Context: an optimization exercise on an open-source flow, tuned for small area and a short achievable clock period. The choices shown serve that exercise and are no tape-out recipe. In this exercise RTL edits were held to simulation tests only and were not proved equivalent to the original. Power is estimated from default activity; no workload was simulated.

===== run.sh =====
#!/bin/bash
# synth_recipe.tcl (not shown) runs the flow's synth.tcl, then flattens the netlist and writes it again
# the make line also repeats each setting of config.mk as NAME=value (left out here)
make -C /OpenROAD-flow-scripts/flow DESIGN_CONFIG=/design/flow/config.mk WORK_HOME=/design/flow/orfs CLKGATE_MAP_FILE= SYNTH_SCRIPT=/design/flow/synth_recipe.tcl finish

===== config.mk =====
export PLATFORM = sky130hd
export DESIGN_NAME = limb_link_top
export DESIGN_NICKNAME = limb_link_top
export VERILOG_FILES = /design/flow/design.v
export SDC_FILE = /design/flow/constraint.sdc
export NUM_CORES = 4
export LEC_CHECK = 0
export CAP_MARGIN = 20
export CORE_MARGIN = 2
export CORE_UTILIZATION = 35
export SLEW_MARGIN = 20
export SYNTH_MEMORY_MAX_BITS = 16384

===== constraint.sdc =====
create_clock -name core_clock -period 5.5 [get_ports {ep50trig}]
set_input_delay 1.1000 -clock core_clock [delete_from_list [all_inputs] [get_ports {ep50trig}]]
set_output_delay 1.1000 -clock core_clock [all_outputs]
set_load 0.01 [all_outputs]

===== design.v =====
`default_nettype none
module sim_clock_gen
(
    input  logic       ep50trig,
    input  logic       reset_global,
    input  logic [15:0]  trig,
    input  logic [15:0] rate_word,
    output logic            sim_tick,
    output logic            spindle_tick
);
    localparam int TRIG_RATE = 7;
    localparam logic [17:0] DEFAULT_HALF_CNT = 18'd500;
    logic [17:0] half_cnt;
    logic [18:0] period_cnt;
    logic [18:0] period_last;
    logic                       rate_load;
    assign rate_load = trig[TRIG_RATE];
    always_ff @(posedge ep50trig or posedge reset_global)
    begin
        if (reset_global)
            half_cnt <= DEFAULT_HALF_CNT;
        else if (rate_load)
            half_cnt <= 18'(rate_word);
    end
    assign period_last = {half_cnt, 1'b1};
    always_ff @(posedge ep50trig or posedge reset_global)
    begin
        if (reset_global)
            period_cnt <= '0;
        else if (rate_load)
            period_cnt <= '0;
        else if (sim_tick)
            period_cnt <= '0;
        else
            period_cnt <= period_cnt + 1'b1;
    end
    assign sim_tick = (period_cnt == period_last);
    assign spindle_tick = (period_cnt == {1'b0, half_cnt});
endmodule
`default_nettype wire
`default_nettype none
module length_waveform
(
    input  logic       ep50trig,
    input  logic       reset_global,
    input  logic       reset_sim,
    input  logic       pipe_write,
    input  logic [15:0] pipe_data,
    input  logic       sim_tick,
    output logic [31:0]          muscle_len,
    output logic            lce_valid
);
    localparam int WAVE_DEPTH = 256;
    logic       have_low;
    logic [15:0] low_half;
    logic [31:0]     wave_mem [WAVE_DEPTH];
    logic [8:0]  stored_cnt;
    logic [7:0] wr_addr;
    logic [7:0] rd_addr;
    logic       pair_done;
    logic       room_left;
    logic       replay_step;
    logic       rd_last;
    assign pair_done = pipe_write && have_low;
    assign room_left = (stored_cnt < 9'(WAVE_DEPTH));
    always_ff @(posedge ep50trig)
    begin
        if (pipe_write && !have_low)
            low_half <= pipe_data;
        if (pair_done && room_left && !reset_sim)
            wave_mem[wr_addr] <= {pipe_data, low_half};
    end
    assign replay_step = sim_tick && (stored_cnt != '0);
    assign rd_last = ((9'(rd_addr) + 1'b1) == stored_cnt);
    always_ff @(posedge ep50trig or posedge reset_global)
    begin
        if (reset_global)
        begin
            have_low   <= 1'b0;
            stored_cnt <= '0;
            wr_addr    <= '0;
            rd_addr    <= '0;
            lce_valid  <= 1'b0;
            muscle_len <= '0;
        end
        else if (reset_sim)
        begin
            have_low   <= 1'b0;
            stored_cnt <= '0;
            wr_addr    <= '0;
            rd_addr    <= '0;
            lce_valid  <= 1'b0;
            muscle_len <= '0;
        end
        else
        begin
            if (pipe_write)
                have_low <= !have_low;
            if (pair_done && room_left)
            begin
                stored_cnt <= stored_cnt + 1'b1;
                wr_addr    <= wr_addr + 1'b1;
            end
            if (replay_step)
            begin
                muscle_len <= wave_mem[rd_addr];
                lce_valid  <= 1'b1;
                if (rd_last)
                    rd_addr <= '0;
                else
                    rd_addr <= rd_addr + 1'b1;
            end
        end
    end
endmodule
`default_nettype wire
`default_nettype none
module spi_frame_tx
(
    input  logic   ep50trig,
    input  logic   reset_global,
    input  logic   sim_tick,
    input  logic [31:0] muscle_len,
    output logic        sck,
    output logic        mosi,
    output logic        ssel
);
    localparam int FRAME_BITS = 32;
    localparam int SPI_CLK_DIV = 13;
    typedef enum logic [1:0] {
        TX_IDLE,
        TX_SHIFT,
        TX_GAP
    } tx_state_t;
    tx_state_t state;
    logic [31:0]    shift_reg;
    logic [4:0]  div_cnt;
    logic [5:0]  bit_cnt;
    logic      div_done;
    assign div_done = (div_cnt == 5'(SPI_CLK_DIV - 1));
    always_ff @(posedge ep50trig or posedge reset_global)
    begin
        if (reset_global)
        begin
            state   <= TX_IDLE;
            sck     <= 1'b0;
            mosi    <= 1'b0;
            ssel    <= 1'b1;
            div_cnt <= '0;
            bit_cnt <= '0;
        end
        else
        begin
            case (state)
                TX_IDLE:
                begin
                    if (sim_tick)
                    begin
                        state   <= TX_SHIFT;
                        ssel    <= 1'b0;
                        mosi    <= muscle_len[FRAME_BITS-1];
                        div_cnt <= '0;
                        bit_cnt <= '0;
                    end
                end
                TX_SHIFT:
                begin
                    if (div_done)
                    begin
                        div_cnt <= '0;
                        sck     <= !sck;
                        if (sck)
                        begin
                            if (bit_cnt == 6'(FRAME_BITS - 1))
                            begin
                                state <= TX_GAP;
                                mosi  <= 1'b0;
                            end
                            else
                            begin
                                bit_cnt <= bit_cnt + 1'b1;
                                mosi    <= shift_reg[FRAME_BITS-2];
                            end
                        end
                    end
                    else
                        div_cnt <= div_cnt + 1'b1;
                end
                TX_GAP:
                begin
                    if (div_done)
                    begin
                        state   <= TX_IDLE;
                        ssel    <= 1'b1;
                        div_cnt <= '0;
                    end
                    else
                        div_cnt <= div_cnt + 1'b1;
                end
                default:
                    state <= TX_IDLE;
            endcase
        end
    end
    always_ff @(posedge ep50trig)
    begin
        if (state == TX_IDLE && sim_tick)
            shift_reg <= muscle_len;
        else if (state == TX_SHIFT && div_done && sck)
            shift_reg <= {shift_reg[FRAME_BITS-2:0], 1'b0};
    end
endmodule
`default_nettype wire
`default_nettype none
module rate_receiver
(
    input  logic ep50trig,
    input  logic reset_global,
    input  logic reset_sim,
    input  logic sck,
    input  logic mosi,
    input  logic ssel,
    input  logic spindle_tick,
    input  logic sim_tick,
    output logic [31:0]    rawfr_ia
);
    localparam int FRAME_BITS = 32;
    logic [1:0] sck_sync;
    logic [1:0] ssel_sync;
    logic [1:0] mosi_sync;
    logic       sck_prev;
    logic       sck_rise;
    logic       frame_active;
    logic [31:0]     shift_reg;
    logic [31:0]     shift_next;
    logic [5:0]   bit_cnt;
    logic       last_bit;
    logic [31:0]     rx_word;
    logic [31:0]     rx_safe;
    always_ff @(posedge ep50trig or posedge reset_global)
    begin
        if (reset_global)
        begin
            sck_sync  <= 2'b00;
            sck_prev  <= 1'b0;
            ssel_sync <= 2'b11;
        end
        else
        begin
            sck_sync  <= {sck_sync[0], sck};
            sck_prev  <= sck_sync[1];
            ssel_sync <= {ssel_sync[0], ssel};
        end
    end
    always_ff @(posedge ep50trig)
        mosi_sync <= {mosi_sync[0], mosi};
    assign sck_rise     = sck_sync[1] && !sck_prev;
    assign frame_active = !ssel_sync[1];
    assign shift_next = {shift_reg[FRAME_BITS-2:0], mosi_sync[1]};
    assign last_bit   = (bit_cnt == 6'(FRAME_BITS - 1));
    always_ff @(posedge ep50trig)
    begin
        if (frame_active && sck_rise)
            shift_reg <= shift_next;
    end
    always_ff @(posedge ep50trig or posedge reset_global)
    begin
        if (reset_global)
        begin
            bit_cnt <= '0;
            rx_word <= '0;
        end
        else if (!frame_active)
            bit_cnt <= '0;
        else if (sck_rise)
        begin
            if (last_bit)
            begin
                bit_cnt <= '0;
                rx_word <= shift_next;
            end
            else
                bit_cnt <= bit_cnt + 1'b1;
        end
    end
    always_ff @(posedge ep50trig or posedge reset_global)
    begin
        if (reset_global)
        begin
            rx_safe  <= '0;
            rawfr_ia <= '0;
        end
        else if (reset_sim)
        begin
            rx_safe  <= '0;
            rawfr_ia <= '0;
        end
        else
        begin
            if (spindle_tick)
                rx_safe <= rx_word;
            if (sim_tick)
                rawfr_ia <= rx_safe;
        end
    end
endmodule
`default_nettype wire
`default_nettype none
module limb_link_top
(
    input  logic       ep50trig,
    input  logic       reset_global,
    input  logic       reset_sim,
    input  logic [15:0]  trig,
    input  logic [15:0] rate_word,
    input  logic       pipe_write,
    input  logic [15:0] pipe_data,
    input  logic       spi_in_sck,
    input  logic       spi_in_mosi,
    input  logic       spi_in_ssel,
    output logic            spi_out_sck,
    output logic            spi_out_mosi,
    output logic            spi_out_ssel,
    output logic [31:0]          muscle_len,
    output logic            lce_valid,
    output logic [31:0]          rawfr_ia
);
    logic sim_tick;
    logic spindle_tick;
    sim_clock_gen clock_gen_i (
        .ep50trig     (ep50trig),
        .reset_global (reset_global),
        .trig         (trig),
        .rate_word    (rate_word),
        .sim_tick     (sim_tick),
        .spindle_tick (spindle_tick)
    );
    length_waveform waveform_i (
        .ep50trig     (ep50trig),
        .reset_global (reset_global),
        .reset_sim    (reset_sim),
        .pipe_write   (pipe_write),
        .pipe_data    (pipe_data),
        .sim_tick     (sim_tick),
        .muscle_len   (muscle_len),
        .lce_valid    (lce_valid)
    );
    spi_frame_tx spi_tx_i (
        .ep50trig     (ep50trig),
        .reset_global (reset_global),
        .sim_tick     (sim_tick),
        .muscle_len   (muscle_len),
        .sck          (spi_out_sck),
        .mosi         (spi_out_mosi),
        .ssel         (spi_out_ssel)
    );
    rate_receiver rate_rx_i (
        .ep50trig     (ep50trig),
        .reset_global (reset_global),
        .reset_sim    (reset_sim),
        .sck          (spi_in_sck),
        .mosi         (spi_in_mosi),
        .ssel         (spi_in_ssel),
        .spindle_tick (spindle_tick),
        .sim_tick     (sim_tick),
        .rawfr_ia     (rawfr_ia)
    );
endmodule
`default_nettype wire

==> results of run 1 <==
layer usage:
layer / share of wire / global-route usage / routed length [microns]
met5: 0.000073 / 0 / 69
met4: 0.036 / 0.06076 / 34240
met3: 0.099 / 0.03913 / 93740
met2: 0.46 / 0.3038 / 436300
met1: 0.40 / 0.2762 / 380700
worst max path at each step:
stage                          startpoint                     endpoint  slack (ps)
finish              waveform_i.rd_addr[0]    waveform_i.muscle_len[30]         830
global route        waveform_i.rd_addr[1]     waveform_i.muscle_len[0]         810
CTS                 waveform_i.rd_addr[0]    waveform_i.muscle_len[30]         830
detailed placement             pipe_write  waveform_i.wave_mem[203][1]         720
global placement    waveform_i.rd_addr[0]     waveform_i.muscle_len[6]         540
floorplan                      pipe_write  waveform_i.wave_mem[204][0]        1290
power breakdown:
group          internal, W  leakage, nW  switching [W]  total, W
Sequential          0.0712         77.3      0.0000979    0.0713
Clock               0.0305         12.8         0.0247    0.0552
Combinational     0.000269         23.0        0.00169   0.00195
worst max-delay path, cell delays in order (launching register included):
cell	delay, ps
dfrtp_4	1020
buf_12	330
nand2b_2	720
o21ai_0	210
a221oi_1	700
nor4_1	270
buf_4	230
o21ai_0	160
nand4_1	580
nand3_1	280
cell usage after synthesis (all sizes together), types with 45 or more instances:
master	instances
edfxtp	8270
mux4	1825
mux2	548
buf	507
nor2	506
nand2	437
mux2i	420
clkbuf	392
o22ai	372
o21ai	322
dfrtp	208
a21oi	170
nand3	132
a221oi	117
a22oi	91
nor3	75
nor4	70
nand4	69
a211oi	64
nand2b	54
a221o	45
area by class of cell:
| type | count | area (sq um) | share of cell area |
|---|---|---|---|
| clock inverters | 499 | 4549 | 0.01206 |
| diodes | 17 | 42.54 | 0.0001128 |
| well taps | 12280 | 15370 | 0.04073 |
| multi-input cells | 5719 | 70740 | 0.1875 |
| inverters | 19 | 90.09 | 0.0002388 |
| clock buffers | 1028 | 21590 | 0.05724 |
| repair buffers | 972 | 11030 | 0.02924 |
| flip-flops and latches | 8489 | 253800 | 0.6729 |
placed cells by master (no fill, tap or decap), types with 17 or more instances in the layout:
cell | synthesis | routed
edfxtp_1 | 8270 | 8270
mux4_2 | 1825 | 1825
clkbuf_16 | 0 | 831
buf_4 | 73 | 595
mux2_2 | 548 | 548
nand2_1 | 437 | 432
mux2i_1 | 420 | 420
o22ai_1 | 372 | 372
o21ai_0 | 317 | 313
buf_12 | 0 | 266
nor2_4 | 0 | 262
nor2_1 | 506 | 243
clkinv_1 | 2 | 206
dfrtp_1 | 208 | 201
clkbuf_1 | 392 | 191
a21oi_1 | 170 | 170
clkinv_2 | 0 | 161
nand3_1 | 132 | 117
a221oi_1 | 117 | 116
a22oi_1 | 91 | 91
clkdlybuf4s50_1 | 0 | 90
nor3_1 | 74 | 71
nand4_1 | 68 | 68
bufinv_16 | 0 | 55
a211oi_1 | 64 | 54
nand2b_1 | 54 | 48
a221o_1 | 45 | 45
nor4_2 | 0 | 42
o31ai_1 | 42 | 40
xnor2_1 | 39 | 39
xor2_1 | 34 | 34
a31oi_1 | 34 | 33
or2_2 | 31 | 31
a22o_1 | 28 | 28
o2bb2ai_1 | 27 | 27
nor4_1 | 69 | 23
clkinv_16 | 0 | 21
diode_2 | 0 | 17
o211ai_1 | 17 | 17
per-stage QoR:
stage / instance area [sq um] / worst slack, ps / power, W
floorplan: 326300 / 1287 / 0.07326
global placement: 350900 / 539.1 / 0.07446
detailed placement: 351000 / 725.0 / 0.07457
CTS: 377100 / 826.2 / 0.1291
global route: 377200 / 809.2 / 0.1316
finish: 377300 / 830.1 / 0.1284
logic make-up (layout without fill, tap and decap cells):
group | count (synthesis) | in the layout | synth area share
buffers and inverters | 918 | 2518 | 0.01384
multiplexers | 2793 | 2793 | 0.1577
AND/OR/NAND/NOR | 1432 | 1432 | 0.01970
AO/OA/AOI/OAI | 1402 | 1402 | 0.02820
XOR/XNOR | 75 | 75 | 0.002078
flip-flops | 8489 | 8489 | 0.7778
other | 0 | 17 | 0
adder cells (fa/ha/maj) | 17 | 17 | 0.0006441
==> results.cfg, run 1 <==
[timing]
min_hold_slack_ps = 186.2
skew_ps = 76.32
tightest_slew_ps = 1392
worst_slew_margin_rel = 0.07171
post-route-min-period_ps = 4670
fin_tns_setup_ps = 0
final-hold-violation-count = 0
report.final.setup_viol = 0
grt_setup_unrepaired = false
maxClockFrequency_ghz = 0.2141
timing.final.max_slew_violations = 0
final.period_utilization = 0.8491

[pwr]
vdd.ir_drop.worst_v = 0.0004087
power_density_mw_per_mm2 = 340.4
leakagePower_nw = 113.1

[critical_path]
worst-setup-path-type = register to register
cp_max_fo = 23
worst_r2r_endpoint = waveform_i.muscle_len[30]
rr_startpoint = waveform_i.rd_addr[0]
critPathRequiredTime_ps = 6560
setup.worst_path.end_class = register
timing.critical_path.arrival_ps = 5730
setup.worst_path.start_class = register
reg2reg_slack_ps = 830
worstRegToRegCells = 9

[route]
vias_per_cell = 5.649
route.final.wire_length_mm = 945.1
postRouteAntennaNets = 0
drtIter0Drc = 24420
routed-via-count = 164000
detailedRoute.firstPassIterationCount = 5
routed_wire_length_per_instance_microns = 32.56
number_of_drc_violations_after_detailed_routing = 0

[floorplan]
fp-row-count = 354
initial_utilization = 0.3512
placeableCoreArea_sq_mm = 0.9293
floorplan.die.width_microns = 969.6
die_area_sq_mm = 0.9401
num_io_pins = 123
die_h_microns = 969.6

[outcome]
outcome = timing/DRC/antenna clean

[clocking]
cts.hold.buffers_added = 0
cts.clk_slew.worst_paths_ps = 60
cts_num_sinks = 8489
cts_post_setup_buffers_inserted = 0
cts_tree = done
numCtsBuffers = 825
cts_buffer_depth = 4
ctsHtreeMaxLevel = 6
worst_skew_late_latency_ps = 1190
cts_root_buffer = clkbuf_16
post_cts.resized_instances = 0

[layout]
post-route-util = 0.4060
largest_reg_flops = 8192
regMostFlops = waveform_i.wave_mem
flow.area_growth_from_synthesis_pct = 15.60
final_layout_fill_cell_count = 80920
finalNetCount = 16100
post_layout_nonfiller_instances = 29030
final_layout_size_suffix_gt1_frac = 0.2882

[global_routing]
global_route_wire_length_before_repair_mm = 1299
gr-usage-all-layers = 0.1944
grt_antenna_before_repair = 74
gr-total-overflow = 0
first_global_vias = 160800
grt_max_degree = 191

[yosys]
mappedNetlistNets = 15200
synth_cell_type_count = 74
ys_dominant_reg_cell = edfxtp_1
synth_largest_type_area_fraction = 0.7610
synth-async-reset-ratio = 0.02556
synth_enable_flop_cells = 8270
ys_warn_count = 4
synth.largest_area_cell = edfxtp_1
synth_area_per_cell_sq_um = 21.57
synth_seq_area_share = 0.7778
synth.ff_latch_count = 8489
netlist_instances = 15130
synth.cell_area_sq_mm = 0.3263
ys_top_cells_by_area = edfxtp_1 76%, mux4_2 13%, mux2_2 1.9%

[job]
max-cap-violations = 0

[placement]
post-place-cells = 27480
gp_congestion = 0.8572
port_buffers = 107
hpwl_reported_at_the_end_of_detailed_placement_mm = 550.4

[worst_hold_path]
min_from = pipe_data[3]
timing.hold.worst_path_depth = 1
timing.hold.worst_endpoint = waveform_i.wave_mem[108][19]
min_path_type = input pin to register
==> run 2: changes to the inputs <==
--- a/design.v
+++ b/design.v
@@ -41,44 +41,131 @@
 `default_nettype none
 module length_waveform
 (
-    input  logic       ep50trig,
-    input  logic       reset_global,
-    input  logic       reset_sim,
-    input  logic       pipe_write,
+    input  logic        ep50trig,
+    input  logic        reset_global,
+    input  logic        reset_sim,
+    input  logic        pipe_write,
     input  logic [15:0] pipe_data,
-    input  logic       sim_tick,
-    output logic [31:0]          muscle_len,
-    output logic            lce_valid
+    input  logic        sim_tick,
+    output logic [31:0] muscle_len,
+    output logic        lce_valid
 );
-    localparam int WAVE_DEPTH = 256;
-    logic       have_low;
+    localparam int DEPTH = 256;
+    localparam int E     = 8;            
+    localparam int NI    = DEPTH / E;    
+    localparam int HK    = 4;            
+    localparam int RK    = 8;            
+    localparam int PK    = 4;            
+    logic        have_low;
     logic [15:0] low_half;
-    logic [31:0]     wave_mem [WAVE_DEPTH];
     logic [8:0]  stored_cnt;
-    logic [7:0] wr_addr;
-    logic [7:0] rd_addr;
-    logic       pair_done;
-    logic       room_left;
-    logic       replay_step;
-    logic       rd_last;
-    assign pair_done = pipe_write && have_low;
-    assign room_left = (stored_cnt < 9'(WAVE_DEPTH));
+    logic [7:0]  rd_addr;
+    logic [7:0]  ph;
+    logic [31:0] wdata;
+    logic        pair_done;
+    logic        wr;
+    logic [7:0]  wa;
+    logic        replay_step;
+    logic        rd_last;
+    logic [8:0]  win_b;
+    assign wdata       = {pipe_data, low_half};
+    assign pair_done   = pipe_write && have_low;
+    assign wr          = pair_done && (stored_cnt < 9'(DEPTH)) && !reset_sim;
+    assign wa          = stored_cnt[7:0];
+    assign replay_step = sim_tick && (stored_cnt != '0);
+    assign rd_last     = ((9'(rd_addr) + 1'b1) == stored_cnt);
+    assign win_b       = (rd_addr < 8'(HK)) ? 9'(HK) : {1'b0, rd_addr};
+    logic [31:0]  ring [DEPTH];
+    logic [NI-1:0] ins_en;
+    logic [31:0]  ins_data;
+    logic [31:0]  dins [NI];
+    always_comb
+        for (int j = 0; j < NI; j++)
+            dins[j] = ins_en[j] ? ins_data : ring[E*j + 1];
+    always_ff @(posedge ep50trig)
+        for (int p = 0; p < DEPTH; p++)
+            if (p % E == 0)
+                ring[p] <= dins[p / E];
+            else
+                ring[p] <= ring[(p + 1) % DEPTH];
+    logic [PK-1:0] pb_v;
+    logic          pb_a2 [PK];
+    logic [4:0]    pb_j  [PK];
+    logic [31:0]   pb_d  [PK];
+    logic [7:0]  ph1;
+    logic [1:0]  ins_i;
+    logic        ins_go;
+    logic [7:0]  wx;
+    assign ph1      = ph + 8'd1;
+    assign ins_i    = ph1[1:0];
+    assign ins_go   = pb_v[ins_i] && (pb_a2[ins_i] == ph1[2]);
+    assign ins_data = pb_d[ins_i];
+    assign wx       = wa - ph - 8'd2;
+    always_comb
+    begin
+        ins_en = '0;
+        if (ins_go)
+            ins_en[pb_j[ins_i]] = 1'b1;
+    end
+    always_ff @(posedge ep50trig)
+        if (wr && wa >= 8'(HK))
+        begin
+            pb_d[wa[1:0]]  <= wdata;
+            pb_a2[wa[1:0]] <= wa[2];
+            pb_j[wa[1:0]]  <= wx[7:3];
+        end
+    always_ff @(posedge ep50trig or posedge reset_global)
+        if (reset_global)
+            pb_v <= '0;
+        else if (reset_sim)
+            pb_v <= '0;
+        else
+            for (int i = 0; i < PK; i++)
+                if (wr && wa >= 8'(HK) && wa[1:0] == 2'(i))
+                    pb_v[i] <= 1'b1;
+                else if (ins_go && ins_i == 2'(i))
+                    pb_v[i] <= 1'b0;
+    logic [31:0] head [HK];
+    logic [31:0] rq   [RK];
+    logic [8:0]  cap_a;
+    logic [4:0]  cap_j;
+    logic [8:0]  nxt_a;
+    logic [7:0]  nxt_x;
+    assign nxt_a = win_b + 9'((ph + 8'd2 - win_b[7:0]) & 8'd7);
+    assign nxt_x = nxt_a[7:0] - ph - 8'd2;
     always_ff @(posedge ep50trig)
     begin
+        cap_a <= nxt_a;
+        cap_j <= nxt_x[7:3];
+    end
+    logic byp;
+    logic cap_ok;
+    assign byp    = wr && wa >= 8'(HK) && (9'(wa) < win_b + 9'(RK));
+    assign cap_ok = (cap_a >= win_b) && (cap_a < stored_cnt);
+    always_ff @(posedge ep50trig)
+    begin
+        if (wr && wa < 8'(HK))
+            head[wa[1:0]] <= wdata;
+        for (int k = 0; k < RK; k++)
+            if (byp && wa[2:0] == 3'(k))
+                rq[k] <= wdata;
+            else if (cap_ok && cap_a[2:0] == 3'(k))
+                rq[k] <= dins[cap_j];
+    end
+    always_ff @(posedge ep50trig)
         if (pipe_write && !have_low)
             low_half <= pipe_data;
-        if (pair_done && room_left && !reset_sim)
-            wave_mem[wr_addr] <= {pipe_data, low_half};
-    end
-    assign replay_step = sim_tick && (stored_cnt != '0);
-    assign rd_last = ((9'(rd_addr) + 1'b1) == stored_cnt);
+    always_ff @(posedge ep50trig or posedge reset_global)
+        if (reset_global)
+            ph <= '0;
+        else
+            ph <= ph + 8'd1;
     always_ff @(posedge ep50trig or posedge reset_global)
     begin
         if (reset_global)
         begin
             have_low   <= 1'b0;
             stored_cnt <= '0;
-            wr_addr    <= '0;
             rd_addr    <= '0;
             lce_valid  <= 1'b0;
             muscle_len <= '0;
@@ -87,7 +174,6 @@
         begin
             have_low   <= 1'b0;
             stored_cnt <= '0;
-            wr_addr    <= '0;
             rd_addr    <= '0;
             lce_valid  <= 1'b0;
             muscle_len <= '0;
@@ -96,14 +182,11 @@
         begin
             if (pipe_write)
                 have_low <= !have_low;
-            if (pair_done && room_left)
-            begin
+            if (wr)
                 stored_cnt <= stored_cnt + 1'b1;
-                wr_addr    <= wr_addr + 1'b1;
-            end
             if (replay_step)
             begin
-                muscle_len <= wave_mem[rd_addr];
+                muscle_len <= (rd_addr < 8'(HK)) ? head[rd_addr[1:0]] : rq[rd_addr[2:0]];
                 lce_valid  <= 1'b1;
                 if (rd_last)
                     rd_addr <= '0;
==> results.cfg, run 2 <==
[yosys]
synth.cell_area_sq_mm = 0.2257
synth.ff_latch_count = 9043
synth_seq_area_share = 0.8343
synth-async-reset-ratio = 0.02444
netlist_instances = 15280
ys_warn_count = 7
synth_enable_flop_cells = 614
synthMostInstantiatedCell = dfxtp_1
synth_cell_type_count = 112
synth_top_cells_by_count = 8,208 x dfxtp_1, 1,247 x nand2_1, 869 x o21ai_0
ys_dominant_reg_cell = dfxtp_1
ys_top_cells_by_area = dfxtp_1 73%, edfxtp_1 8.2%, dfrtp_1 2.4%
mappedNetlistNets = 15420
synth_largest_type_area_fraction = 0.7281
synth_area_per_cell_sq_um = 14.77
synth.largest_area_cell = dfxtp_1

[timing]
timing.final.max_slew_violations = 0
final_worst_path_setup_slack_ps = -88.49
report.final.setup_viol = 8
maxClockFrequency_ghz = 0.1789
min_hold_slack_ps = 260.0
final.period_utilization = 1.016
tightest_slew_ps = 1310
post-route-min-period_ps = 5588
worst_slew_margin_rel = 0.1246
skew_ps = 86.59
grt_setup_unrepaired = true
final-hold-violation-count = 0

[layout]
reg_top3 = waveform_i.ring (8192), waveform_i.rq (256)
post-route-util = 0.4287
regMostFlops = waveform_i.ring
final_common_cell = dfxtp_1
layout_common_cells = 8,208 x dfxtp_1, 1,205 x nand2_1, 970 x buf_4
largest_reg_flops = 8192
flow.area_growth_from_synthesis_pct = 21.95
finalNetCount = 16790
final_layout_size_suffix_gt1_frac = 0.1832

[clocking]
cts_num_sinks = 9043
numCtsBuffers = 794
ctsHtreeMaxLevel = 6
cts.clk_slew.worst_paths_ps = 60
cts_root_buffer = clkbuf_16
cts.hold.buffers_added = 0
cts_tree = done
worst_skew_late_latency_ps = 1140
cts_buffer_depth = 4

[route]
postRouteAntennaNets = 0
routed-via-count = 122500
drtIter0Drc = 14300
vias_per_cell = 4.720
number_of_drc_violations_after_detailed_routing = 0
route.final.wire_length_mm = 655.4
routed_wire_length_per_instance_microns = 25.26
detailedRoute.firstPassIterationCount = 9

[floorplan]
die_area_sq_mm = 0.6512
initial_utilization = 0.3516
floorplan.die.width_microns = 807
fp-row-count = 294
die_h_microns = 807
placeableCoreArea_sq_mm = 0.6419
num_io_pins = 123

[global_routing]
grt_antenna_before_repair = 84
gr-usage-all-layers = 0.1941
global_route_wire_length_before_repair_mm = 891.0
first_global_vias = 115300
grt_max_degree = 138
gr-total-overflow = 0

[job]
max-cap-violations = 0

[pwr]
switching_share = 0.2008
power.net_switching_w = 0.02500
power.sequential.fraction = 0.533
leakagePower_nw = 109.7
vdd.ir_drop.worst_v = 0.0003930
clock_power_share = 0.464
internal-power_w = 0.09953
power_density_mw_per_mm2 = 452.5
power_frac_comb = 0.003

[placement]
detailedPlace.worstSlack_ps = -254.6
port_buffers = 107
hpwl_reported_at_the_end_of_detailed_placement_mm = 438.6
gp_congestion = 0.9292

[critical_path]
setup.worst_path.end_class = register
setup.worst_path.start_class = register
critPathRequiredTime_ps = 6330
worst-setup-path-type = register to register
cp_max_fo = 32
timing.critical_path.arrival_ps = 6420

[outcome]
check.faults = setup timing
outcome = finished with violations

[worst_hold_path]
min_path_type = register to register
## run 2: cell count changes after synthesis, sizes merged, moves of 312 or more
cell and change:
dfxtp +8206, edfxtp -7656, mux4 -1788, nand2 +814
o21ai +631, o22ai -329, buf -317, inv +312
## run 2: final cells by class
cell class                 instances  area [sq um]
clock buffer                    1116         23040
sequential                      9043        188300
fill                           57060        366700
multi-input combinational       5215         34550
tap                             8584         10740
clock inverter                   355          5021
timing repair buffer            1271         12220
antenna                           38         95.09
inverter                         329          1239
## run 2: layer usage
| metal | wire length (microns) | vias up | global-route usage | share of wire |
|---|---|---|---|---|
| li1 | - | 54420 | - | - |
| met1 | 285000 | 60570 | 0.2690 | 0.43 |
| met2 | 274900 | 5909 | 0.2875 | 0.42 |
| met3 | 60150 | 1555 | 0.04513 | 0.092 |
| met4 | 35250 | 16 | 0.09074 | 0.054 |
| met5 | 96 | - | 0 | 0.00015 |
## run 2: per-stage QoR
stage | TNS (ps) | instance area [sq um] | total power (W) | cells
final | -607.0 | 275200 | 0.1245 | 25950
after global routing | -636.6 | 275100 | 0.1280 | 25910
after CTS | 0 | 274800 | 0.1252 | 25900
after detailed placement | -8007 | 246600 | 0.06825 | 24420
after global placement | -9381 | 246400 | 0.06823 | 24410
after floorplan | 0 | 225700 | 0.06804 | 15280
## run 2: path summary, 6_finish.rpt
path | slack, ps | to | from | depth (start not counted)
worst max register to register | -90 | waveform_i.rq[7][14] | waveform_i.ph[0] | 15
worst max-delay path | -90 | waveform_i.rq[7][14] | waveform_i.ph[0] | 15
worst min-delay path | 260 | waveform_i.ring[147][16] | waveform_i.ring[148][16] | 0
worst min register to register | 260 | waveform_i.ring[147][16] | waveform_i.ring[148][16] | 0
min in group asynchronous | 600 | rate_rx_i.rx_safe[17] | reset_global | 3
max in group asynchronous | 4270 | waveform_i.muscle_len[15] | reset_global | 3
## run 2: what timing repair did
item | in CTS | in global routing
setup endpoints to repair | 117 | 214
pin swaps | 5 | 7
setup buffers | 11 | 12
resized for setup | 10 | 37
## run 2: kinds of logic (layout without fill, tap and decap cells)
logic type,count (synthesis),after routing,share of synthesized area
other,0,38,0
buffers and inverters,1020,3071,0.01801
AO/OA/AOI/OAI,2182,2182,0.06219
flip-flops,9043,9043,0.8343
AND/OR/NAND/NOR,2187,2187,0.04369
multiplexers,654,654,0.03286
adder cells (fa/ha/maj),82,82,0.004613
XOR/XNOR,110,110,0.004302
## run 2: critical path: stages, from the launching register on
cell	delay [ps]
dfrtp_4	400
inv_1	70
ha_4	310
buf_12	240
mux4_2	510
or4_1	690
and3_1	410
nand3_1	210
nand4b_1	360
o21ai_0	380
buf_4	270
a211o_1	340
nor4_2	320
a31oi_2	250
buf_12	220
mux2_2	270
## run 2: power groups by stage
stage          sequential [W]  clock, W  combinational (W)
2_1_floorplan          0.0678         0           0.000256
5_1_grt                0.0663    0.0612           0.000460
4_1_cts                0.0664    0.0585           0.000415
6_report               0.0664    0.0578           0.000409
3_5_place_dp           0.0678         0           0.000412
3_3_place_gp           0.0678         0           0.000403
==> run 3: changes to the inputs <==
--- a/design.v
+++ b/design.v
@@ -1,20 +1,21 @@
 `default_nettype none
 module sim_clock_gen
 (
-    input  logic       ep50trig,
-    input  logic       reset_global,
-    input  logic [15:0]  trig,
+    input  logic        ep50trig,
+    input  logic        reset_global,
+    input  logic [15:0] trig,
     input  logic [15:0] rate_word,
-    output logic            sim_tick,
-    output logic            spindle_tick
+    output logic        sim_tick,
+    output logic        spindle_tick
 );
     localparam int TRIG_RATE = 7;
     localparam logic [17:0] DEFAULT_HALF_CNT = 18'd500;
     logic [17:0] half_cnt;
     logic [18:0] period_cnt;
-    logic [18:0] period_last;
-    logic                       rate_load;
+    logic [18:0] cnt_inc;
+    logic        rate_load;
     assign rate_load = trig[TRIG_RATE];
+    assign cnt_inc   = period_cnt + 1'b1;
     always_ff @(posedge ep50trig or posedge reset_global)
     begin
         if (reset_global)
@@ -22,20 +23,38 @@
         else if (rate_load)
             half_cnt <= 18'(rate_word);
     end
-    assign period_last = {half_cnt, 1'b1};
     always_ff @(posedge ep50trig or posedge reset_global)
     begin
         if (reset_global)
             period_cnt <= '0;
-        else if (rate_load)
+        else if (rate_load || sim_tick)
             period_cnt <= '0;
+        else
+            period_cnt <= cnt_inc;
+    end
+    always_ff @(posedge ep50trig or posedge reset_global)
+    begin
+        if (reset_global)
+        begin
+            sim_tick     <= 1'b0;
+            spindle_tick <= 1'b0;
+        end
+        else if (rate_load)
+        begin
+            sim_tick     <= 1'b0;
+            spindle_tick <= (rate_word == '0);
+        end
         else if (sim_tick)
-            period_cnt <= '0;
+        begin
+            sim_tick     <= 1'b0;
+            spindle_tick <= (half_cnt == '0);
+        end
         else
-            period_cnt <= period_cnt + 1'b1;
+        begin
+            sim_tick     <= (period_cnt == {half_cnt, 1'b0});
+            spindle_tick <= (cnt_inc == {1'b0, half_cnt});
+        end
     end
-    assign sim_tick = (period_cnt == period_last);
-    assign spindle_tick = (period_cnt == {1'b0, half_cnt});
 endmodule
 `default_nettype wire
 `default_nettype none
@@ -61,24 +80,21 @@
     logic [8:0]  stored_cnt;
     logic [7:0]  rd_addr;
     logic [7:0]  ph;
+    logic        not_empty;      
+    logic        rd_last;        
+    logic [8:0]  win_b;          
     logic [31:0] wdata;
-    logic        pair_done;
     logic        wr;
     logic [7:0]  wa;
     logic        replay_step;
-    logic        rd_last;
-    logic [8:0]  win_b;
     assign wdata       = {pipe_data, low_half};
-    assign pair_done   = pipe_write && have_low;
-    assign wr          = pair_done && (stored_cnt < 9'(DEPTH)) && !reset_sim;
+    assign wr          = pipe_write && have_low && !stored_cnt[8] && !reset_sim;
     assign wa          = stored_cnt[7:0];
-    assign replay_step = sim_tick && (stored_cnt != '0);
-    assign rd_last     = ((9'(rd_addr) + 1'b1) == stored_cnt);
-    assign win_b       = (rd_addr < 8'(HK)) ? 9'(HK) : {1'b0, rd_addr};
-    logic [31:0]  ring [DEPTH];
+    assign replay_step = sim_tick && not_empty;
+    logic [31:0]   ring [DEPTH];
     logic [NI-1:0] ins_en;
-    logic [31:0]  ins_data;
-    logic [31:0]  dins [NI];
+    logic [31:0]   ins_data;
+    logic [31:0]   dins [NI];
     always_comb
         for (int j = 0; j < NI; j++)
             dins[j] = ins_en[j] ? ins_data : ring[E*j + 1];
@@ -92,56 +108,82 @@
     logic          pb_a2 [PK];
     logic [4:0]    pb_j  [PK];
     logic [31:0]   pb_d  [PK];
-    logic [7:0]  ph1;
-    logic [1:0]  ins_i;
-    logic        ins_go;
+    logic [7:0]  ph2;
+    logic [1:0]  i2;
+    logic        w_now;
+    logic        pb_now;
+    logic        wpb;
     logic [7:0]  wx;
-    assign ph1      = ph + 8'd1;
-    assign ins_i    = ph1[1:0];
-    assign ins_go   = pb_v[ins_i] && (pb_a2[ins_i] == ph1[2]);
-    assign ins_data = pb_d[ins_i];
-    assign wx       = wa - ph - 8'd2;
-    always_comb
-    begin
-        ins_en = '0;
-        if (ins_go)
-            ins_en[pb_j[ins_i]] = 1'b1;
-    end
+    assign ph2    = ph + 8'd2;
+    assign i2     = ph2[1:0];
+    assign wx     = wa - ph2;
+    assign w_now  = wr && wa >= 8'(HK) && wa[2:0] == ph2[2:0];
+    assign pb_now = pb_v[i2] && (pb_a2[i2] == ph2[2]);
+    assign wpb    = wr && wa >= 8'(HK) && !w_now;
     always_ff @(posedge ep50trig)
-        if (wr && wa >= 8'(HK))
+    begin
+        if (wpb)
         begin
             pb_d[wa[1:0]]  <= wdata;
             pb_a2[wa[1:0]] <= wa[2];
             pb_j[wa[1:0]]  <= wx[7:3];
         end
+        ins_data <= w_now ? wdata : pb_d[i2];
+    end
     always_ff @(posedge ep50trig or posedge reset_global)
         if (reset_global)
-            pb_v <= '0;
+        begin
+            pb_v   <= '0;
+            ins_en <= '0;
+        end
         else if (reset_sim)
-            pb_v <= '0;
+        begin
+            pb_v   <= '0;
+            ins_en <= '0;
+        end
         else
+        begin
             for (int i = 0; i < PK; i++)
-                if (wr && wa >= 8'(HK) && wa[1:0] == 2'(i))
+                if (wpb && wa[1:0] == 2'(i))
                     pb_v[i] <= 1'b1;
-                else if (ins_go && ins_i == 2'(i))
+                else if (pb_now && i2 == 2'(i))
                     pb_v[i] <= 1'b0;
+            for (int j = 0; j < NI; j++)
+                ins_en[j] <= (w_now && wx[7:3] == 5'(j)) || (pb_now && pb_j[i2] == 5'(j));
+        end
     logic [31:0] head [HK];
     logic [31:0] rq   [RK];
+    logic        wrap_now;
+    logic [7:0]  u_b;
+    logic [7:0]  u_h;
+    logic [8:0]  a_b;
+    logic [8:0]  a_h;
     logic [8:0]  cap_a;
     logic [4:0]  cap_j;
-    logic [8:0]  nxt_a;
-    logic [7:0]  nxt_x;
-    assign nxt_a = win_b + 9'((ph + 8'd2 - win_b[7:0]) & 8'd7);
-    assign nxt_x = nxt_a[7:0] - ph - 8'd2;
+    logic [8:0]  xb_a;
+    logic        xb_v;
+    logic [31:0] xb;
+    assign wrap_now = replay_step && rd_last;
+    assign u_b      = win_b[7:0] - ph + 8'd5;
+    assign u_h      = 8'(HK + 5) - ph;
+    assign a_b      = win_b + 9'((ph + 8'd2 - win_b[7:0]) & 8'd7);
+    assign a_h      = 9'(HK) + 9'((ph + 8'd2 - 8'(HK)) & 8'd7);
     always_ff @(posedge ep50trig)
     begin
-        cap_a <= nxt_a;
-        cap_j <= nxt_x[7:3];
+        cap_a <= wrap_now ? a_h : a_b;
+        cap_j <= wrap_now ? u_h[7:3] : u_b[7:3];
+        xb_a  <= cap_a;
+        xb    <= dins[cap_j];
     end
+    always_ff @(posedge ep50trig or posedge reset_global)
+        if (reset_global)
+            xb_v <= 1'b0;
+        else
+            xb_v <= !reset_sim && (cap_a < stored_cnt);
     logic byp;
     logic cap_ok;
     assign byp    = wr && wa >= 8'(HK) && (9'(wa) < win_b + 9'(RK));
-    assign cap_ok = (cap_a >= win_b) && (cap_a < stored_cnt);
+    assign cap_ok = xb_v && (xb_a >= win_b) && (xb_a < win_b + 9'(RK));
     always_ff @(posedge ep50trig)
     begin
         if (wr && wa < 8'(HK))
@@ -149,8 +191,8 @@
         for (int k = 0; k < RK; k++)
             if (byp && wa[2:0] == 3'(k))
                 rq[k] <= wdata;
-            else if (cap_ok && cap_a[2:0] == 3'(k))
-                rq[k] <= dins[cap_j];
+            else if (cap_ok && xb_a[2:0] == 3'(k))
+                rq[k] <= xb;
     end
     always_ff @(posedge ep50trig)
         if (pipe_write && !have_low)
@@ -160,13 +202,36 @@
             ph <= '0;
         else
             ph <= ph + 8'd1;
+    logic [7:0] rd_inc;
+    logic       rd2_is_n;
+    logic       n_is_1;
+    logic       last_nxt;
+    logic [7:0] rd_nxt;
+    assign rd_inc   = rd_addr + 8'd1;
+    assign rd2_is_n = (9'(rd_addr) + 9'd2 == stored_cnt);
+    assign n_is_1   = (stored_cnt == 9'd1);
+    always_comb
+    begin
+        rd_nxt   = rd_addr;
+        last_nxt = rd_last;
+        if (replay_step)
+        begin
+            rd_nxt   = rd_last ? 8'd0 : rd_inc;
+            last_nxt = rd_last ? (n_is_1 && !wr) : (rd2_is_n && !wr);
+        end
+        else if (wr)
+            last_nxt = !not_empty;
+    end
     always_ff @(posedge ep50trig or posedge reset_global)
     begin
         if (reset_global)
         begin
             have_low   <= 1'b0;
             stored_cnt <= '0;
+            not_empty  <= 1'b0;
             rd_addr    <= '0;
+            rd_last    <= 1'b0;
+            win_b      <= 9'(HK);
             lce_valid  <= 1'b0;
             muscle_len <= '0;
         end
@@ -174,7 +239,10 @@
         begin
             have_low   <= 1'b0;
             stored_cnt <= '0;
+            not_empty  <= 1'b0;
             rd_addr    <= '0;
+            rd_last    <= 1'b0;
+            win_b      <= 9'(HK);
             lce_valid  <= 1'b0;
             muscle_len <= '0;
         end
@@ -183,15 +251,17 @@
             if (pipe_write)
                 have_low <= !have_low;
             if (wr)
+            begin
                 stored_cnt <= stored_cnt + 1'b1;
+                not_empty  <= 1'b1;
+            end
+            rd_addr <= rd_nxt;
+            rd_last <= last_nxt;
+            win_b   <= (rd_nxt < 8'(HK)) ? 9'(HK) : {1'b0, rd_nxt};
             if (replay_step)
             begin
                 muscle_len <= (rd_addr < 8'(HK)) ? head[rd_addr[1:0]] : rq[rd_addr[2:0]];
                 lce_valid  <= 1'b1;
-                if (rd_last)
-                    rd_addr <= '0;
-                else
-                    rd_addr <= rd_addr + 1'b1;
             end
         end
     end
--- a/config.mk
+++ b/config.mk
@@ -5,8 +5,12 @@
 export SDC_FILE = /design/flow/constraint.sdc
 export NUM_CORES = 4
 export LEC_CHECK = 0
+export ABC_AREA = 1
 export CAP_MARGIN = 20
 export CORE_MARGIN = 2
-export CORE_UTILIZATION = 35
+export CORE_UTILIZATION = 55
+export CTS_CLUSTER_DIAMETER = 80
+export CTS_CLUSTER_SIZE = 25
+export SETUP_SLACK_MARGIN = 2.0
 export SLEW_MARGIN = 20
 export SYNTH_MEMORY_MAX_BITS = 16384
==> results.cfg, run 3 <==
[placement]
hpwl_reported_at_the_end_of_detailed_placement_mm = 307.9
port_buffers = 107
gp_congestion = 0.8304

[critical_path]
setup.worst_path.end_class = register
timing.critical_path.depth = 10
timing.critical_path.arrival_ps = 4340
worst-setup-path-type = register to register
cp_max_fo = 7
setup.worst_path.start_class = register
critical_path.max_stage_delay_ps = 720
crit_buf_inv = 3
worstRegToRegCells = 10
crit_family = simple AND/OR/NAND/NOR gates
critPathSlowestCell = nor4_1
worstPathCellList = inv_1 > nand2_1 > inv_1 > nand3_1 > buf_4 > a21oi_1 > nor4_1 > nand4_1 > nor2_2 > nand3_1
critPathRequiredTime_ps = 6360

[timing]
maxClockFrequency_ghz = 0.2875
post-route-min-period_ps = 3479
fin_tns_setup_ps = 0
worst_slew_margin_rel = 0.2415
final-hold-violation-count = 0
grt_setup_unrepaired = true
report.final.setup_viol = 0
final.period_utilization = 0.6325
tightest_slew_ps = 1138
timing.final.max_slew_violations = 0
skew_ps = 41.40

[clocking]
cts_root_buffer = clkbuf_16
cts_tree = done
ctsHtreeMaxLevel = 5
worst_skew_late_latency_ps = 1010
cts_num_sinks = 9159
cts_buffer_depth = 4
numCtsBuffers = 408
cts.clk_slew.worst_paths_ps = 90
cts.hold.buffers_added = 0

[job]
max-cap-violations = 0

[layout]
final_common_cell = dfxtp_1
seqCellArea_sq_mm = 0.1909
final_layout_size_suffix_gt1_frac = 0.05656
layout_common_cells = 8,281 x dfxtp_1, 2,737 x nand2_1, 904 x o21ai_0
reg_top3 = waveform_i.ring (8192), waveform_i.rq (256)
multi_input_area_sq_mm = 0.02936
largest_reg_flops = 8192
finalNetCount = 16600
flow.area_growth_from_synthesis_pct = 8.462
regMostFlops = waveform_i.ring
final_layout_fill_cell_count = 31820

[worst_hold_path]
timing.hold.worst_path_depth = 0
min_path_type = register to register

[outcome]
outcome = timing/DRC/antenna clean

[global_routing]
grt_antenna_before_repair = 20
gr-total-overflow = 0
grt_max_degree = 126
global_route_wire_length_before_repair_mm = 686.3
gr-usage-all-layers = 0.2248
first_global_vias = 103500

[yosys]
synth_enable_flop_cells = 614
synth_compound_area_frac = 0.05124
ys_top_cells_by_area = dfxtp_1 74%, edfxtp_1 8.2%, nand2_1 4.6%
synthMostInstantiatedCell = dfxtp_1
ys_warn_count = 7
synth.cell_area_sq_mm = 0.2242
synth_mux_area_frac = 0.0007032
synth_xor_xnor_area_share = 0.001898
yosys.area_share.adder = 0.004588
synth_seq_area_share = 0.8512
synth_largest_type_area_fraction = 0.7395
synth_cell_type_count = 68
synth.ff_latch_count = 9159
synth_simple_gate_area_share = 0.07092
synth_top_cells_by_count = 8,281 x dfxtp_1, 2,740 x nand2_1, 916 x o21ai_0
synth-async-reset-ratio = 0.02882
synth.largest_area_cell = dfxtp_1
netlist_instances = 16300
synth_area_per_cell_sq_um = 13.75
ys_dominant_reg_cell = dfxtp_1
synth_top_family_by_area = simple AND/OR/NAND/NOR gates
mappedNetlistNets = 16440

[floorplan]
fp-row-count = 234
initial_utilization = 0.5521
die_area_sq_mm = 0.4127
num_io_pins = 123
placeableCoreArea_sq_mm = 0.4061
floorplan.die.width_microns = 642.5
die_h_microns = 642.5

[pwr]
power_density_mw_per_mm2 = 415.3
leakagePower_nw = 95.79
power_w = 0.1010
vdd.ir_drop.worst_v = 0.0003395

[route]
detailedRoute.firstPassIterationCount = 6
drtIter0Drc = 8928
route.final.wire_length_mm = 472.9
number_of_drc_violations_after_detailed_routing = 0
vias_per_cell = 4.954
postRouteAntennaNets = 0
routed_wire_length_per_instance_microns = 21.51
routed-via-count = 108900
run 3: changes by cell type in the layout (fill, tap and decap cells not counted), sizes merged, moves of 115 or more:
cell | previous run | this run
clkinv | 222 | 27
o21ai | 953 | 1122
nand2 | 1251 | 2752
nor2 | 222 | 566
clkbuf | 1116 | 458
mux2i | 295 | 0
mux2 | 322 | 14
a21oi | 324 | 513
a22oi | 50 | 165
buf | 1165 | 280
run 3: cell families after synthesis:
| group | Yosys count |
|---|---|
| DFF | 9159 |
| AOI/OAI and AO/OA | 2062 |
| muxes | 14 |
| adders and majority gates | 81 |
| xor gates and xnor gates | 47 |
| buffers and inverters | 1035 |
| and+or+nand+nor | 3901 |
run 3: metal layers:
metal,wire [microns],GRT usage,part of all wire
met3,22040,0.02356,0.047
met4,16950,0.07629,0.036
met5,13,0,0.000027
met2,211200,0.3548,0.45
met1,222700,0.3262,0.47
run 3: area by class of cell:
type,count,area share
Clock inverter,34,0.002094
Clock buffer,457,0.04352
Inverter,406,0.006339
Tap cell,5428,0.02793
Timing Repair Buffer,387,0.01437
Sequential cell,9159,0.7849
Antenna cell,9,0.00009262
Multi-Input combinational cell,6106,0.1208
run 3: power by group:
part / internal [W] / switching, W
Combinational: 0.000190 / 0.000392
Sequential: 0.0671 / 0.000167
Clock: 0.0139 / 0.0192
Total: 0.0812 / 0.0198
run 3: path summary, 6_finish.rpt:
| check | startpoint | end | slack (ps) |
|---|---|---|---|
| hold / removal | waveform_i.ring[117][8] | waveform_i.ring[116][8] | 300 |
| setup / recovery | waveform_i.cap_j[0] | waveform_i.xb[19] | 2020 |
| max in group asynchronous | reset_global | clock_gen_i.period_cnt[11] | 3770 |
| min in group asynchronous | reset_global | rate_rx_i.rx_safe[16] | 620 |
| hold reg to reg | waveform_i.ring[117][8] | waveform_i.ring[116][8] | 300 |
| setup reg to reg | waveform_i.cap_j[0] | waveform_i.xb[19] | 2020 |
run 3: metrics by stage:
stage | area (sq um) | hold WS (ps) | cells | setup WS (ps) | util
2_1_floorplan | 224200 | 309.6 | 16300 | 924.6 | -
3_3_place_gp | 231500 | 309.5 | 21460 | 1189 | 0.5701
3_5_place_dp | 231500 | 312.1 | 21460 | 1189 | 0.5701
4_1_cts | 242900 | 285.6 | 21970 | 1913 | 0.5982
5_1_grt | 243100 | 292.5 | 21980 | 1975 | 0.5987
6_report | 243200 | 303.7 | 21990 | 2021 | 0.5988
run 3: worst register-to-register path, stage by stage (launching register included):
cell	delay, ps
dfxtp_1	390
inv_1	90
nand2_1	180
inv_1	120
nand3_1	470
buf_4	310
a21oi_1	60
nor4_1	720
nand4_1	370
nor2_2	500
nand3_1	130
run 3: repair_timing:
item	4_1_cts	5_1_grt
pin swaps	7	2
setup endpoints to repair	314	540
gates resized for setup	19	44
cloned	1	1
setup buffers	16	6
==> run 4: changes to the inputs <==
--- a/design.v
+++ b/design.v
@@ -77,56 +77,60 @@
     localparam int PK    = 4;            
     logic        have_low;
     logic [15:0] low_half;
-    logic [8:0]  stored_cnt;
+    logic [8:0]  stored_cnt;     
     logic [7:0]  rd_addr;
-    logic [7:0]  ph;
     logic        not_empty;      
     logic        rd_last;        
-    logic [8:0]  win_b;          
+    logic [7:0]  q;              
+    logic [7:0]  wxr;            
+    logic [7:0]  r7;             
+    logic [7:0]  h7;             
+    logic [8:0]  dnb;            
+    logic [8:0]  dnh;            
     logic [31:0] wdata;
     logic        wr;
     logic [7:0]  wa;
     logic        replay_step;
+    logic        wrap;           
+    logic        adv;            
     assign wdata       = {pipe_data, low_half};
     assign wr          = pipe_write && have_low && !stored_cnt[8] && !reset_sim;
     assign wa          = stored_cnt[7:0];
     assign replay_step = sim_tick && not_empty;
+    assign wrap        = replay_step && rd_last;
+    assign adv         = replay_step && !rd_last && (rd_addr[7:2] != '0);
     logic [31:0]   ring [DEPTH];
     logic [NI-1:0] ins_en;
     logic [31:0]   ins_data;
-    logic [31:0]   dins [NI];
-    always_comb
-        for (int j = 0; j < NI; j++)
-            dins[j] = ins_en[j] ? ins_data : ring[E*j + 1];
     always_ff @(posedge ep50trig)
         for (int p = 0; p < DEPTH; p++)
             if (p % E == 0)
-                ring[p] <= dins[p / E];
+                ring[p] <= ins_en[p / E] ? ins_data : ring[p + 1];
             else
                 ring[p] <= ring[(p + 1) % DEPTH];
     logic [PK-1:0] pb_v;
     logic          pb_a2 [PK];
     logic [4:0]    pb_j  [PK];
     logic [31:0]   pb_d  [PK];
-    logic [7:0]  ph2;
     logic [1:0]  i2;
     logic        w_now;
     logic        pb_now;
     logic        wpb;
-    logic [7:0]  wx;
-    assign ph2    = ph + 8'd2;
-    assign i2     = ph2[1:0];
-    assign wx     = wa - ph2;
-    assign w_now  = wr && wa >= 8'(HK) && wa[2:0] == ph2[2:0];
-    assign pb_now = pb_v[i2] && (pb_a2[i2] == ph2[2]);
-    assign wpb    = wr && wa >= 8'(HK) && !w_now;
+    logic        ins_go_nxt;
+    logic [4:0]  ins_j_nxt;
+    assign i2         = q[1:0];
+    assign w_now      = wr && wa >= 8'(HK) && wa[2:0] == q[2:0];
+    assign pb_now     = pb_v[i2] && (pb_a2[i2] == q[2]);
+    assign wpb        = wr && wa >= 8'(HK) && !w_now;
+    assign ins_go_nxt = w_now || pb_now;
+    assign ins_j_nxt  = w_now ? wxr[7:3] : pb_j[i2];
     always_ff @(posedge ep50trig)
     begin
         if (wpb)
         begin
             pb_d[wa[1:0]]  <= wdata;
             pb_a2[wa[1:0]] <= wa[2];
-            pb_j[wa[1:0]]  <= wx[7:3];
+            pb_j[wa[1:0]]  <= wxr[7:3];
         end
         ins_data <= w_now ? wdata : pb_d[i2];
     end
@@ -149,41 +153,46 @@
                 else if (pb_now && i2 == 2'(i))
                     pb_v[i] <= 1'b0;
             for (int j = 0; j < NI; j++)
-                ins_en[j] <= (w_now && wx[7:3] == 5'(j)) || (pb_now && pb_j[i2] == 5'(j));
+                ins_en[j] <= ins_go_nxt && ins_j_nxt == 5'(j);
         end
     logic [31:0] head [HK];
     logic [31:0] rq   [RK];
-    logic        wrap_now;
-    logic [7:0]  u_b;
-    logic [7:0]  u_h;
-    logic [8:0]  a_b;
-    logic [8:0]  a_h;
-    logic [8:0]  cap_a;
+    logic [2:0]  o1;
+    logic [8:0]  dsel;
+    logic        lt1;
     logic [4:0]  cap_j;
-    logic [8:0]  xb_a;
-    logic        xb_v;
+    logic [2:0]  xo2;
+    logic [2:0]  idx2;
+    logic        hit2;
+    logic        v2;
     logic [31:0] xb;
-    assign wrap_now = replay_step && rd_last;
-    assign u_b      = win_b[7:0] - ph + 8'd5;
-    assign u_h      = 8'(HK + 5) - ph;
-    assign a_b      = win_b + 9'((ph + 8'd2 - win_b[7:0]) & 8'd7);
-    assign a_h      = 9'(HK) + 9'((ph + 8'd2 - 8'(HK)) & 8'd7);
+    logic [2:0]  idx3;
+    logic        v3;
+    assign o1   = wrap ? ~h7[2:0] : ~r7[2:0];
+    assign dsel = wrap ? dnh : dnb;
+    assign lt1  = !dsel[8] && ((dsel[7:3] != '0) || (o1 < dsel[2:0]));
     always_ff @(posedge ep50trig)
     begin
-        cap_a <= wrap_now ? a_h : a_b;
-        cap_j <= wrap_now ? u_h[7:3] : u_b[7:3];
-        xb_a  <= cap_a;
-        xb    <= dins[cap_j];
+        cap_j <= wrap ? h7[7:3] : r7[7:3];
+        xo2   <= o1 - 3'(adv);
+        idx2  <= q[2:0];
+        hit2  <= ins_go_nxt && ins_j_nxt == (wrap ? h7[7:3] : r7[7:3]);
+        xb    <= hit2 ? ins_data : ring[E*cap_j + 1];
+        idx3  <= idx2;
     end
     always_ff @(posedge ep50trig or posedge reset_global)
         if (reset_global)
-            xb_v <= 1'b0;
+        begin
+            v2 <= 1'b0;
+            v3 <= 1'b0;
+        end
         else
-            xb_v <= !reset_sim && (cap_a < stored_cnt);
+        begin
+            v2 <= lt1 && !reset_sim && !(adv && o1 == '0);
+            v3 <= v2 && !reset_sim && !wrap && !(adv && xo2 == '0);
+        end
     logic byp;
-    logic cap_ok;
-    assign byp    = wr && wa >= 8'(HK) && (9'(wa) < win_b + 9'(RK));
-    assign cap_ok = xb_v && (xb_a >= win_b) && (xb_a < win_b + 9'(RK));
+    assign byp = wr && (dnb[8:3] == '0);
     always_ff @(posedge ep50trig)
     begin
         if (wr && wa < 8'(HK))
@@ -191,17 +200,12 @@
         for (int k = 0; k < RK; k++)
             if (byp && wa[2:0] == 3'(k))
                 rq[k] <= wdata;
-            else if (cap_ok && xb_a[2:0] == 3'(k))
+            else if (v3 && idx3 == 3'(k))
                 rq[k] <= xb;
     end
     always_ff @(posedge ep50trig)
         if (pipe_write && !have_low)
             low_half <= pipe_data;
-    always_ff @(posedge ep50trig or posedge reset_global)
-        if (reset_global)
-            ph <= '0;
-        else
-            ph <= ph + 8'd1;
     logic [7:0] rd_inc;
     logic       rd2_is_n;
     logic       n_is_1;
@@ -222,6 +226,20 @@
         else if (wr)
             last_nxt = !not_empty;
     end
+    localparam logic [8:0] MINUS_HK = 9'(-HK);
+    always_ff @(posedge ep50trig or posedge reset_global)
+    begin
+        if (reset_global)
+        begin
+            q   <= 8'd2;
+            h7  <= 8'(HK + 5);
+        end
+        else
+        begin
+            q   <= q + 8'd1;
+            h7  <= h7 - 8'd1;
+        end
+    end
     always_ff @(posedge ep50trig or posedge reset_global)
     begin
         if (reset_global)
@@ -231,7 +249,10 @@
             not_empty  <= 1'b0;
             rd_addr    <= '0;
             rd_last    <= 1'b0;
-            win_b      <= 9'(HK);
+            wxr        <= 8'd254;
+            r7         <= 8'(HK + 5);
+            dnb        <= MINUS_HK;
+            dnh        <= MINUS_HK;
             lce_valid  <= 1'b0;
             muscle_len <= '0;
         end
@@ -242,7 +263,10 @@
             not_empty  <= 1'b0;
             rd_addr    <= '0;
             rd_last    <= 1'b0;
-            win_b      <= 9'(HK);
+            wxr        <= ~q;
+            r7         <= h7 - 8'd1;
+            dnb        <= MINUS_HK;
+            dnh        <= MINUS_HK;
             lce_valid  <= 1'b0;
             muscle_len <= '0;
         end
@@ -254,10 +278,26 @@
             begin
                 stored_cnt <= stored_cnt + 1'b1;
                 not_empty  <= 1'b1;
+                dnh        <= dnh + 1'b1;
             end
+            else
+                wxr <= wxr - 8'd1;
             rd_addr <= rd_nxt;
             rd_last <= last_nxt;
-            win_b   <= (rd_nxt < 8'(HK)) ? 9'(HK) : {1'b0, rd_nxt};
+            if (wrap)
+            begin
+                r7  <= h7 - 8'd1;
+                dnb <= wr ? dnh + 1'b1 : dnh;
+            end
+            else
+            begin
+                if (!adv)
+                    r7 <= r7 - 8'd1;
+                if (wr && !adv)
+                    dnb <= dnb + 1'b1;
+                else if (!wr && adv)
+                    dnb <= dnb - 1'b1;
+            end
             if (replay_step)
             begin
                 muscle_len <= (rd_addr < 8'(HK)) ? head[rd_addr[1:0]] : rq[rd_addr[2:0]];
--- a/config.mk
+++ b/config.mk
@@ -8,9 +8,9 @@
 export ABC_AREA = 1
 export CAP_MARGIN = 20
 export CORE_MARGIN = 2
-export CORE_UTILIZATION = 55
+export CORE_UTILIZATION = 65
 export CTS_CLUSTER_DIAMETER = 80
 export CTS_CLUSTER_SIZE = 25
-export SETUP_SLACK_MARGIN = 2.0
+export SETUP_SLACK_MARGIN = 3.0
 export SLEW_MARGIN = 20
 export SYNTH_MEMORY_MAX_BITS = 16384
==> results.cfg, run 4 <==
[critical_path]
critPathSlowestCell = nand3b_1
critPathRequiredTime_ps = 6360
timing.critical_path.arrival_ps = 3630
critical_path.max_stage_delay_ps = 480
cp_max_fo = 5
worst-setup-path-type = register to register
setup.worst_path.end_class = register
worstPathCellList = inv_4 > nand2_4 > inv_4 > nand3_4 > clkinvlp_4 > buf_12 > buf_8 > nand2_2 > o21ai_2 > nor2_2 > nand4_1 > nand3b_1 > nand2_1 > nand2_1
setup.worst_path.start_class = register

[clocking]
cts.clk_slew.worst_paths_ps = 90
numCtsBuffers = 409
ctsHtreeMaxLevel = 5
cts_root_buffer = clkbuf_16
cts_num_sinks = 9188
cts.hold.buffers_added = 0
cts_tree = done
worst_skew_late_latency_ps = 1000
cts_buffer_depth = 4

[layout]
flow.area_growth_from_synthesis_pct = 9.792
reg_top3 = waveform_i.ring (8192), waveform_i.rq (256)
largest_reg_flops = 8192
layout_common_cells = 8,236 x dfxtp_1, 1,829 x nand2_1, 1,467 x o21ai_0
final_layout_size_suffix_gt1_frac = 0.09520
finalNetCount = 16970
final_layout_fill_cell_count = 23380
final_common_cell = dfxtp_1
post_layout_nonfiller_instances = 21540
regMostFlops = waveform_i.ring

[timing]
report.final.setup_viol = 0
post-route-min-period_ps = 2763
grt_setup_unrepaired = true
final.period_utilization = 0.5024
final-hold-violation-count = 0
fin_tns_setup_ps = 0
skew_ps = 53.98
worst_slew_margin_rel = 0.2286
final_worst_path_setup_slack_ps = 2737
tightest_slew_ps = 1157
maxClockFrequency_ghz = 0.3619
timing.final.max_slew_violations = 0

[placement]
detailedPlace.worstSlack_ps = 1094
port_buffers = 107
post-place-cells = 20800
hpwl_reported_at_the_end_of_detailed_placement_mm = 296.5
gp_congestion = 0.8396

[global_routing]
global_route_wire_length_before_repair_mm = 691.9
gr-total-overflow = 0
gr-usage-all-layers = 0.2678
grt_antenna_before_repair = 21
grt_max_degree = 108
first_global_vias = 104900

[yosys]
synth_mux_area_frac = 0.006529
ys_top_cells_by_area = dfxtp_1 73%, edfxtp_1 8.2%, o21ai_0 3.4%
synth_xor_xnor_area_share = 0.001960
synth_seq_area_share = 0.8481
ys_warn_count = 6
synth_top_cells_by_count = 8,273 x dfxtp_1, 1,894 x nand2_1, 1,523 x o21ai_0
synthMostInstantiatedCell = dfxtp_1
synth.ff_latch_count = 9188
synth-async-reset-ratio = 0.03276
synth_area_per_cell_sq_um = 13.68
synth_compound_area_frac = 0.05856
synth.largest_area_cell = dfxtp_1
synth_top_family_by_area = compound AO/OA/AOI/OAI gates
ys_dominant_reg_cell = dfxtp_1
synth_simple_gate_area_share = 0.05062
synth_cell_type_count = 62
synth_enable_flop_cells = 614
synth.cell_area_sq_mm = 0.2259
netlist_instances = 16520
yosys.area_share.adder = 0.002470
synth_largest_type_area_fraction = 0.7330
mappedNetlistNets = 16620

[floorplan]
fp-row-count = 216
floorplan.die.width_microns = 593.6
die_h_microns = 593.6
initial_utilization = 0.6526
placeableCoreArea_sq_mm = 0.3462
num_io_pins = 123
die_area_sq_mm = 0.3523

[pwr]
vdd.ir_drop.worst_v = 0.0003210
power_w = 0.1025
power_density_mw_per_mm2 = 413.0
leakagePower_nw = 103.0

[route]
vias_per_cell = 5.112
routed-via-count = 110100
detailedRoute.firstPassIterationCount = 5
postRouteAntennaNets = 0
route.final.wire_length_mm = 482.8
number_of_drc_violations_after_detailed_routing = 0
drtIter0Drc = 9621
routed_wire_length_per_instance_microns = 22.41

[job]
max-cap-violations = 0

[worst_hold_path]
min_path_type = register to register

[outcome]
outcome = timing/DRC/antenna clean
[run 4: report_power, final]
| group | total [W] | internal [W] | leakage (nW) | switching (W) |
|---|---|---|---|---|
| sequential | 0.0678 | 0.0675 | 76.6 | 0.000332 |
| combinational | 0.00173 | 0.000608 | 21.1 | 0.00112 |
| clock | 0.0329 | 0.0138 | 5.35 | 0.0191 |
| total | 0.102 | 0.0819 | 103 | 0.0206 |
[run 4: layout make-up]
cell class | count | area [sq um] | area share
sequential | 9188 | 191800 | 0.7730
multi-input combinational | 5476 | 29250 | 0.1179
clock buffer | 455 | 10540 | 0.04247
tap | 4578 | 5728 | 0.02309
timing repair buffer | 571 | 5644 | 0.02275
inverter | 1225 | 4722 | 0.01903
clock inverter | 28 | 364.1 | 0.001468
antenna | 20 | 50.05 | 0.0002017
timing repair inverter | 1 | 7.507 | 0.00003026
[run 4: stage by stage]
stage / util / hold slack, ps / cell area (sq um)
2_1_floorplan: - / 309.6 / 226400
3_3_place_gp: 0.6719 / 309.5 / 232600
3_5_place_dp: 0.6719 / 312.1 / 232600
4_1_cts: 0.7117 / 294.4 / 246400
5_1_grt: 0.7165 / 290.9 / 248100
6_report: 0.7166 / 310.0 / 248100
[run 4: repair_timing]
action                                  CTS  global route
endpoints found under the hold margin     0             0
pin swaps                                74            79
resized for setup                       708           211
buffers inserted                        149            73
cloned                                   13             7
setup endpoints to repair              1026           559
[run 4: logic make-up (layout without fill, tap and decap cells)]
group                      count (synthesis)  in the layout
DFF                                     9188           9188
and+or+nand+nor                         2851           2861
AOI/OAI and AO/OA                       2391           2391
buffers and inverters                   1865           2280
muxes                                    131            131
xor gates and xnor gates                  49             49
adders and majority gates                 44             44
other                                      0             20
[run 4: worst paths after layout]
check                                         start                          to  slack [ps]  depth (start not counted)
max                             waveform_i.cap_j[0]           waveform_i.xb[17]        2740                         14
min                        waveform_i.ring[222][29]    waveform_i.ring[221][29]         310                          0
max reg2reg                     waveform_i.cap_j[0]           waveform_i.xb[17]        2740                         14
min reg2reg                waveform_i.ring[222][29]    waveform_i.ring[221][29]         310                          0
max in group asynchronous              reset_global        waveform_i.ins_en[5]        3480                          3
min in group asynchronous              reset_global  clock_gen_i.period_cnt[12]         590                          2
[run 4: critical path: cells and delay by family (launching register included)]
family | cells | cell delay [ps]
AO/OA/AOI/OAI | 1 | 50
AND/OR/NAND/NOR | 8 | 1370
buffers and inverters | 5 | 770
flip-flops | 1 | 430
[run 4: layer usage]
| metal | global-route usage | up-vias | routed length, microns |
|---|---|---|---|
| met3 | 0.02860 | 721 | 23850 |
| li1 | - | 53200 | - |
| met5 | 0 | - | 82 |
| met2 | 0.4203 | 2676 | 216400 |
| met4 | 0.08539 | 12 | 16270 |
| met1 | 0.3948 | 53520 | 226200 |

-- separate check: timing with driven ports --
In the flow no input, the clock included, has a driving cell. The finished layouts below were timed again as built, in two steps.
Step 1 (the two cells are an assumption about what drives the block):
set clk [get_ports {ep50trig}]
set_driving_cell -lib_cell sky130_fd_sc_hd__clkbuf_16 $clk
set_driving_cell -lib_cell sky130_fd_sc_hd__buf_2 [delete_from_list [all_inputs] $clk]
Step 2 adds t to the input delays and takes it off the output delays; t is the mean of the earliest and latest rising clock arrival at the registers after step 1. Input paths then give back, and output paths get back, about the clock's delay inside the block.
Three values: no drivers, after step 1, after step 2; two values: the first two.
run	t, ns	setup WS [ns]	latest minus earliest clock arrival (ns)	worst data-port slew with drivers (ns)	pins driven straight from the clock port
run 1	1.283	0.830 / 0.830 / 0.718	0.098 / 0.099	0.25	1
run 2	1.215	-0.088 / -0.088 / -0.088	0.109 / 0.108	0.11	1
run 3	1.096	2.021 / 2.021 / 1.117	0.055 / 0.056	0.28	1
run 4	1.085	2.737 / 2.639 / 2.102	0.059 / 0.059	0.09	1
The setup slack of run 3, which loses most, moves by 0.000 ns with the drivers and by -0.904 ns with both steps.
